This is an optimization exercise on Yosys and OpenROAD, whose aim is small area, a short achievable clock period and few clock cycles per item, not a production implementation.
Only simulation tests tie the RTL to the original design; equivalence was not proved.
No activity file was given, so power comes from the tool's default toggle rates.

==> module smq_top, before the edit <==
module smq_top (
   input  logic        clk,
   input  logic        reset,
   input  logic        src_cmd_val,
   input  logic        src_is_read,
   input  logic [3:0]  src_tag,
   input  logic [15:0] src_addr,
   input  logic [15:0] src_data,
   output logic        src_resp_val,
   output logic [3:0]  src_resp_tag,
   output logic [15:0] src_resp_data,
   output logic        dest_cmd_val,
   output logic        dest_is_read,
   output logic [15:0] dest_addr,
   output logic [15:0] dest_data,
   output logic [3:0]  dest_tag,
   input  logic        dest_resp_val,
   input  logic [3:0]  dest_resp_tag,
   input  logic [15:0] dest_resp_data
);
   localparam int N = 16;
   localparam int HB = 10;
   logic [N-1:0]  v;      
   logic [N-1:0]  a;      
   logic [N-1:0]  pv;     
   logic [N-1:0]  y;      
   logic [N-1:0]  rdy;    
   logic [N-1:0]  gnt;    
   logic          any;    
   logic [N-1:0]  rd;
   logic [15:0]   addr [N];
   logic [15:0]   data [N];    
   logic [3:0]    ptag [N];    
   logic [3:0]    ord  [N];
   logic [3:0]    hd, tl;
   logic [N-1:0]  hs;          
   logic [3:0]    hd_tag;      
   logic [N-1:0]  hit, wake, match, sel, alloc, hs_stay, hs_next;
   logic [N-1:0]  rdy_n, gnt_n, rdy_o, wk, new_rdy;
   logic [3:0]    ptag_new, gnt_tag;
   logic          pnew, byp, ret, ret_a, hd_v;
   logic [3:0]    hdt_stay, hdt_next;
   logic [15:0]   hd_data;
   always_comb begin
      alloc = src_cmd_val   ? (N'(1) << src_tag)       : '0;
      hit   = dest_resp_val ? (N'(1) << dest_resp_tag) : '0;
      for (int i = 0; i < N; i++) begin
         wake[i]  = dest_resp_val & (ptag[i] == dest_resp_tag);
         match[i] = v[i] & (addr[i][HB-1:0] == src_addr[HB-1:0]);
      end
      sel  = match & y & ~a;
      pnew = |(sel & ~hit);
      ptag_new = '0;
      for (int i = 0; i < N; i++)
         if (sel[i]) ptag_new = ptag_new | 4'(i);
      byp = src_cmd_val & ~any & ~pnew;
      rdy_o = rdy & ~gnt;
      wk    = v & pv & wake;
      new_rdy = alloc & {N{any & ~pnew}};
      rdy_n = rdy_o | wk | new_rdy;
      gnt_n = (|rdy_o) ? (rdy_o & (~rdy_o + 1'b1)) :
              (|wk) ? wk : new_rdy;
      gnt_tag = '0;
      for (int i = 0; i < N; i++)
         if (gnt[i]) gnt_tag = gnt_tag | 4'(i);
      hs_stay = (src_cmd_val && tl == hd) ? alloc : hs;
      hs_next = (src_cmd_val && tl == 4'(hd + 1'b1)) ? alloc : (N'(1) << ord[4'(hd + 1'b1)]);
      hdt_stay = (src_cmd_val && tl == hd) ? src_tag : hd_tag;
      hdt_next = (src_cmd_val && tl == 4'(hd + 1'b1)) ? src_tag : ord[4'(hd + 1'b1)];
      hd_v   = |(hs & v);
      ret_a  = |(hs & v & a);
      ret    = ret_a | (hd_v & dest_resp_val & (dest_resp_tag == hd_tag));
      hd_data = '0;
      for (int i = 0; i < N; i++)
         if (hs[i]) hd_data = hd_data | data[i];
   end
   always_ff @(posedge clk) begin
      if (reset) begin
         v   <= '0;
         rdy <= '0;
         gnt <= '0;
         any <= 1'b0;
         hd  <= '0;
         hs  <= '0;
         hd_tag <= '0;
         tl  <= '0;
         dest_cmd_val <= 1'b0;
         src_resp_val <= 1'b0;
      end else begin
         rdy <= rdy_n;
         gnt <= gnt_n;
         any <= (|rdy_o) | (|wk) | (src_cmd_val & any & ~pnew);
         dest_cmd_val <= any | byp;
         src_resp_val <= ret;
         if (src_cmd_val) tl <= tl + 1'b1;
         if (ret) hd <= hd + 1'b1;
         hs <= ret ? hs_next : hs_stay;
         hd_tag <= ret ? hdt_next : hdt_stay;
         v <= (v & ~(hs & {N{ret}})) | alloc;
      end
   end
   always_ff @(posedge clk) begin
      if (src_cmd_val) ord[tl] <= src_tag;
      for (int i = 0; i < N; i++) begin
         if (alloc[i]) begin
            a[i]    <= 1'b0;
            pv[i]   <= pnew;
            y[i]    <= 1'b1;
            rd[i]   <= src_is_read;
            addr[i] <= src_addr;
            data[i] <= src_data;
            ptag[i] <= ptag_new;
         end else begin
            if (wake[i]) pv[i] <= 1'b0;
            if (src_cmd_val & match[i]) y[i] <= 1'b0;
            if (hit[i]) begin
               a[i]    <= 1'b1;
               data[i] <= dest_resp_data;
            end
         end
      end
   end
   always_ff @(posedge clk) begin
      if (any) begin
         dest_is_read <= 1'b0;
         dest_addr    <= '0;
         dest_data    <= '0;
         for (int i = 0; i < N; i++) begin
            if (gnt[i]) begin
               dest_is_read <= rd[i];
               dest_addr    <= addr[i];
               dest_data    <= data[i];
            end
         end
         dest_tag <= gnt_tag;
      end else begin
         dest_is_read <= src_is_read;
         dest_addr    <= src_addr;
         dest_data    <= src_data;
         dest_tag     <= src_tag;
      end
      src_resp_tag  <= hd_tag;
      src_resp_data <= ret_a ? hd_data : dest_resp_data;
   end
endmodule
make LEC_CHECK=0 CAP_MARGIN=20 CORE_MARGIN=2 CORE_UTILIZATION=60 CTS_BUF_LIST=sky130_fd_sc_hd__clkbuf_8 SETUP_SLACK_MARGIN=3.0 SLEW_MARGIN=20 finish   # period 5.5 ns
run.sh (not shown) runs the stock make flow with config.mk's settings and CLKGATE_MAP_FILE= SYNTH_SCRIPT=/design/flow/synth_recipe.tcl, a recipe that flattens the netlist after the stock synthesis.
The first run finished clean.
Testbench counts at the start, summed over its fixed seeds: cycles 10,689, items 8,000.
Then changed:
--- a/flow/design.v
+++ b/flow/design.v
@@ -73,13 +73,13 @@
       byp = src_cmd_val & ~any & ~pnew;
       rdy_o = rdy & ~gnt;
       wk    = v & pv & wake;
       new_rdy = alloc & {N{any & ~pnew}};
       rdy_n = rdy_o | wk | new_rdy;
       gnt_n = (|rdy_o) ? (rdy_o & (~rdy_o + 1'b1)) :
-              (|wk) ? wk : new_rdy;
+              (src_cmd_val & any & ~pnew) ? new_rdy : wk;
       gnt_tag = '0;
       for (int i = 0; i < N; i++)
          if (gnt[i]) gnt_tag = gnt_tag | 4'(i);
       hs_stay = (src_cmd_val && tl == hd) ? alloc : hs;
       hs_next = (src_cmd_val && tl == 4'(hd + 1'b1)) ? alloc : (N'(1) << ord[4'(hd + 1'b1)]);
       hdt_stay = (src_cmd_val && tl == hd) ? src_tag : hd_tag;
First-iteration DRC count came out higher by about 5%.
Fmax came out higher by about 3%.
Cell area came out lower by about 3.3%.
Sequential share of layout area came out higher by 1.6 points.
Wire length came out higher by about 0.7%.
Final cell count came out higher by about 6%.
Utilization came out lower by 2.8 points.
Die area came out higher by 0.66%.
Testbench counts after the change, summed over its fixed seeds: cycles 10,745, items 8,000.

== run 1 ==
Another version of the RTL of smq_top (not shown whole).
Size in the first run: about 3,400 cells after synthesis, ~120 I/O pins.
==> module smq_top, before the edit <==
module smq_top (
   input  logic        clk,
   input  logic        reset,
   input  logic        src_cmd_val,
   input  logic        src_is_read,
   input  logic [3:0]  src_tag,
   input  logic [15:0] src_addr,
   input  logic [15:0] src_data,
   output logic        src_resp_val,
   output logic [3:0]  src_resp_tag,
   output logic [15:0] src_resp_data,
   output logic        dest_cmd_val,
   output logic        dest_is_read,
   output logic [15:0] dest_addr,
   output logic [15:0] dest_data,
   output logic [3:0]  dest_tag,
   input  logic        dest_resp_val,
   input  logic [3:0]  dest_resp_tag,
   input  logic [15:0] dest_resp_data
);
   localparam int N = 16;
   localparam int HB = 10;
   logic [N-1:0]  v;      
   logic [N-1:0]  a;      
   logic [N-1:0]  pv;     
   logic [N-1:0]  y;      
   logic [N-1:0]  rdy;    
   logic [N-1:0]  gnt;    
   logic          any;    
   logic [N-1:0]  rd;
   logic [15:0]   addr [N];
   logic [15:0]   data [N];    
   logic [3:0]    ptag [N];    
   logic [3:0]    ord  [N];
   logic [3:0]    hd, tl;
   logic [3:0]    hd_tag;      
   logic [N-1:0]  hit, wake, match, sel, alloc, hs;
   logic [N-1:0]  rdy_n, gnt_n, rdy_o, wk, new_rdy;
   logic [3:0]    ptag_new, gnt_tag;
   logic          pnew, byp, ret, ret_a, hd_v;
   logic [3:0]    hdt_stay, hdt_next;
   logic [15:0]   hd_data;
   always_comb begin
      alloc = src_cmd_val   ? (N'(1) << src_tag)       : '0;
      hit   = dest_resp_val ? (N'(1) << dest_resp_tag) : '0;
      for (int i = 0; i < N; i++) begin
         wake[i]  = dest_resp_val & (ptag[i] == dest_resp_tag);
         match[i] = v[i] & (addr[i][HB-1:0] == src_addr[HB-1:0]);
      end
      sel  = match & y & ~a;
      pnew = |(sel & ~hit);
      ptag_new = '0;
      for (int i = 0; i < N; i++)
         if (sel[i]) ptag_new = ptag_new | 4'(i);
      byp = src_cmd_val & ~any & ~pnew;
      rdy_o = rdy & ~gnt;
      wk    = v & pv & wake;
      new_rdy = alloc & {N{any & ~pnew}};
      rdy_n = rdy_o | wk | new_rdy;
      gnt_n = (|rdy_o) ? (rdy_o & (~rdy_o + 1'b1)) :
              (src_cmd_val & any & ~pnew) ? new_rdy : wk;
      gnt_tag = '0;
      for (int i = 0; i < N; i++)
         if (gnt[i]) gnt_tag = gnt_tag | 4'(i);
      hs = N'(1) << hd_tag;
      hdt_stay = (src_cmd_val && tl == hd) ? src_tag : hd_tag;
      hdt_next = (src_cmd_val && tl == 4'(hd + 1'b1)) ? src_tag : ord[4'(hd + 1'b1)];
      hd_v   = |(hs & v);
      ret_a  = |(hs & v & a);
      ret    = ret_a | (hd_v & dest_resp_val & (dest_resp_tag == hd_tag));
      hd_data = '0;
      for (int i = 0; i < N; i++)
         if (hs[i]) hd_data = hd_data | data[i];
   end
   always_ff @(posedge clk) begin
      if (reset) begin
         v   <= '0;
         rdy <= '0;
         gnt <= '0;
         any <= 1'b0;
         hd  <= '0;
         hd_tag <= '0;
         tl  <= '0;
         dest_cmd_val <= 1'b0;
         src_resp_val <= 1'b0;
      end else begin
         rdy <= rdy_n;
         gnt <= gnt_n;
         any <= (|rdy_o) | (|wk) | (src_cmd_val & any & ~pnew);
         dest_cmd_val <= any | byp;
         src_resp_val <= ret;
         if (src_cmd_val) tl <= tl + 1'b1;
         if (ret) hd <= hd + 1'b1;
         hd_tag <= ret ? hdt_next : hdt_stay;
         v <= (v & ~(hs & {N{ret}})) | alloc;
      end
   end
   always_ff @(posedge clk) begin
      if (src_cmd_val) ord[tl] <= src_tag;
      for (int i = 0; i < N; i++) begin
         if (alloc[i]) begin
            a[i]    <= 1'b0;
            pv[i]   <= pnew;
            y[i]    <= 1'b1;
            rd[i]   <= src_is_read;
            addr[i] <= src_addr;
            data[i] <= src_data;
            ptag[i] <= ptag_new;
         end else begin
            if (wake[i]) pv[i] <= 1'b0;
            if (src_cmd_val & match[i]) y[i] <= 1'b0;
            if (hit[i]) begin
               a[i]    <= 1'b1;
               data[i] <= dest_resp_data;
            end
         end
      end
   end
   always_ff @(posedge clk) begin
      if (any) begin
         dest_is_read <= 1'b0;
         dest_addr    <= '0;
         dest_data    <= '0;
         for (int i = 0; i < N; i++) begin
            if (gnt[i]) begin
               dest_is_read <= rd[i];
               dest_addr    <= addr[i];
               dest_data    <= data[i];
            end
         end
         dest_tag <= gnt_tag;
      end else begin
         dest_is_read <= src_is_read;
         dest_addr    <= src_addr;
         dest_data    <= src_data;
         dest_tag     <= src_tag;
      end
      src_resp_tag  <= hd_tag;
      src_resp_data <= ret_a ? hd_data : dest_resp_data;
   end
endmodule
export LEC_CHECK = 0
export CAP_MARGIN = 20
export CORE_MARGIN = 2
export CORE_UTILIZATION = 60
export CTS_BUF_LIST = sky130_fd_sc_hd__clkbuf_8
export SETUP_SLACK_MARGIN = 3.0
export SLEW_MARGIN = 20
create_clock -name core_clock -period 5.5 [get_ports {clk}]
Testbench counts of run 1, summed over its fixed seeds: cycles 10,745, items 8,000.
Input changes introduced in run 2 (baseline for comparison: run 1):
-- flow/design.v --
<<< run 1, line 51
   logic [3:0]    ord  [N];
   logic [3:0]    hd, tl;
   logic [3:0]    hd_tag;      
   logic [N-1:0]  hit, wake, match, sel, alloc, hs;
   logic [N-1:0]  rdy_n, gnt_n, rdy_o, wk, new_rdy;
   logic [3:0]    ptag_new, gnt_tag;
>>> run 2, line 51
   logic [3:0]    ord  [N];
   logic [3:0]    hd, tl;
   logic [N-1:0]  hs;          
   logic [3:0]    hd_tag;      
   logic [N-1:0]  hit, wake, match, sel, alloc, hs_stay, hs_next;
   logic [N-1:0]  rdy_n, gnt_n, rdy_o, wk, new_rdy;
   logic [3:0]    ptag_new, gnt_tag;
<<< run 1, line 76
      rdy_n = rdy_o | wk | new_rdy;
      gnt_n = (|rdy_o) ? (rdy_o & (~rdy_o + 1'b1)) :
              (src_cmd_val & any & ~pnew) ? new_rdy : wk;
      gnt_tag = '0;
      for (int i = 0; i < N; i++)
         if (gnt[i]) gnt_tag = gnt_tag | 4'(i);
      hs = N'(1) << hd_tag;
      hdt_stay = (src_cmd_val && tl == hd) ? src_tag : hd_tag;
      hdt_next = (src_cmd_val && tl == 4'(hd + 1'b1)) ? src_tag : ord[4'(hd + 1'b1)];
>>> run 2, line 77
      rdy_n = rdy_o | wk | new_rdy;
      gnt_n = (|rdy_o) ? (rdy_o & (~rdy_o + 1'b1)) :
              new_rdy;
      gnt_tag = '0;
      for (int i = 0; i < N; i++)
         if (gnt[i]) gnt_tag = gnt_tag | 4'(i);
      hs_stay = (src_cmd_val && tl == hd) ? alloc : hs;
      hs_next = (src_cmd_val && tl == 4'(hd + 1'b1)) ? alloc : (N'(1) << ord[4'(hd + 1'b1)]);
      hdt_stay = (src_cmd_val && tl == hd) ? src_tag : hd_tag;
      hdt_next = (src_cmd_val && tl == 4'(hd + 1'b1)) ? src_tag : ord[4'(hd + 1'b1)];
<<< run 1, line 97
         any <= 1'b0;
         hd  <= '0;
         hd_tag <= '0;
         tl  <= '0;
>>> run 2, line 99
         any <= 1'b0;
         hd  <= '0;
         hs  <= '0;
         hd_tag <= '0;
         tl  <= '0;
<<< run 1, line 104
         rdy <= rdy_n;
         gnt <= gnt_n;
         any <= (|rdy_o) | (|wk) | (src_cmd_val & any & ~pnew);
         dest_cmd_val <= any | byp;
         src_resp_val <= ret;
         if (src_cmd_val) tl <= tl + 1'b1;
         if (ret) hd <= hd + 1'b1;
         hd_tag <= ret ? hdt_next : hdt_stay;
         v <= (v & ~(hs & {N{ret}})) | alloc;
>>> run 2, line 107
         rdy <= rdy_n;
         gnt <= gnt_n;
         any <= (|rdy_o) | (src_cmd_val & any & ~pnew);
         dest_cmd_val <= any | byp;
         src_resp_val <= ret;
         if (src_cmd_val) tl <= tl + 1'b1;
         if (ret) hd <= hd + 1'b1;
         hs <= ret ? hs_next : hs_stay;
         hd_tag <= ret ? hdt_next : hdt_stay;
         v <= (v & ~(hs & {N{ret}})) | alloc;
Results
Run 2 ran to completion and came out clean on the timing, design-rule and antenna checks. Looking at mean instance size in the synthesized netlist, run 2 sits about 4.4% lower than run 1 does. Any difference in post-route fraction of the period consumed by the critical path between run 1 and run 2 is small enough to ignore. Looking at run 1 and run 2, the xor/xnor share of the synthesized area is a wash. Remaining max-slew budget at the tightest pin: run 2 vs run 1 up 10 points. Of run 1 and run 2, run 1 shows the higher power, with run 2 below it. Looking at total routed wirelength, run 2 sits 1.4 mm higher than run 1 does. Run 2 vs. run 1: core utilization went down 2.0 points; share of synthesized cell area in and, or, nand and nor gates neither gained nor lost much; first-pass GRT wire length increased 2.0%; required time at the worst-slack endpoint now smaller. Compared with run 1, run 2 shows a higher sequential cell count. Run 2 has area added between synthesis and finish below what run 1 had. Diff run 1 -> run 2 | layout cell share with drive strength beyond 1 | decrease of 6.7 points. Looking at critical path depth, run 2 sits 3 below run 1.
Testbench counts of run 2, summed over its fixed seeds: cycles 10,990, items 8,000.

separate check: timing with driven ports:
How much do the figures lean on ideal ports? The routed layouts below were timed once more, with nothing changed but the port constraints. Step 1 (the two cells are an assumption about what drives the block):
set clk [get_ports {clk}]
set_driving_cell -lib_cell sky130_fd_sc_hd__clkbuf_16 $clk
set_driving_cell -lib_cell sky130_fd_sc_hd__buf_2 [delete_from_list [all_inputs] $clk]
Step 2 moves the port delays by t, midway between the first and last clock arrival at a register: inputs arrive t later, outputs are due t later. That takes back most of the time a late clock gives input paths. a / b / c = no drivers / after step 1 / after step 2; a / b = the first two.
| run | t (ns) | setup slack, ns | worst hold slack (ns) |
|---|---|---|---|
| the first run of note 1 | 0.875 | 2.744 / 2.744 / 1.937 | 0.425 / 0.425 / 0.425 |
| the second run of note 1 | 0.875 | 2.826 / 2.826 / 1.962 | 0.443 / 0.443 / 0.443 |
| run 1 | 0.875 | 2.745 / 2.761 / 1.890 | 0.456 / 0.456 / 0.456 |
| run 2 | 0.889 | 2.752 / 2.801 / 1.912 | 0.388 / 0.388 / 0.388 |
After both steps every run listed still meets setup and hold. The setup slack of the second run of note 1, which loses most, moves by 0.000 ns with the drivers and by -0.864 ns with both steps.
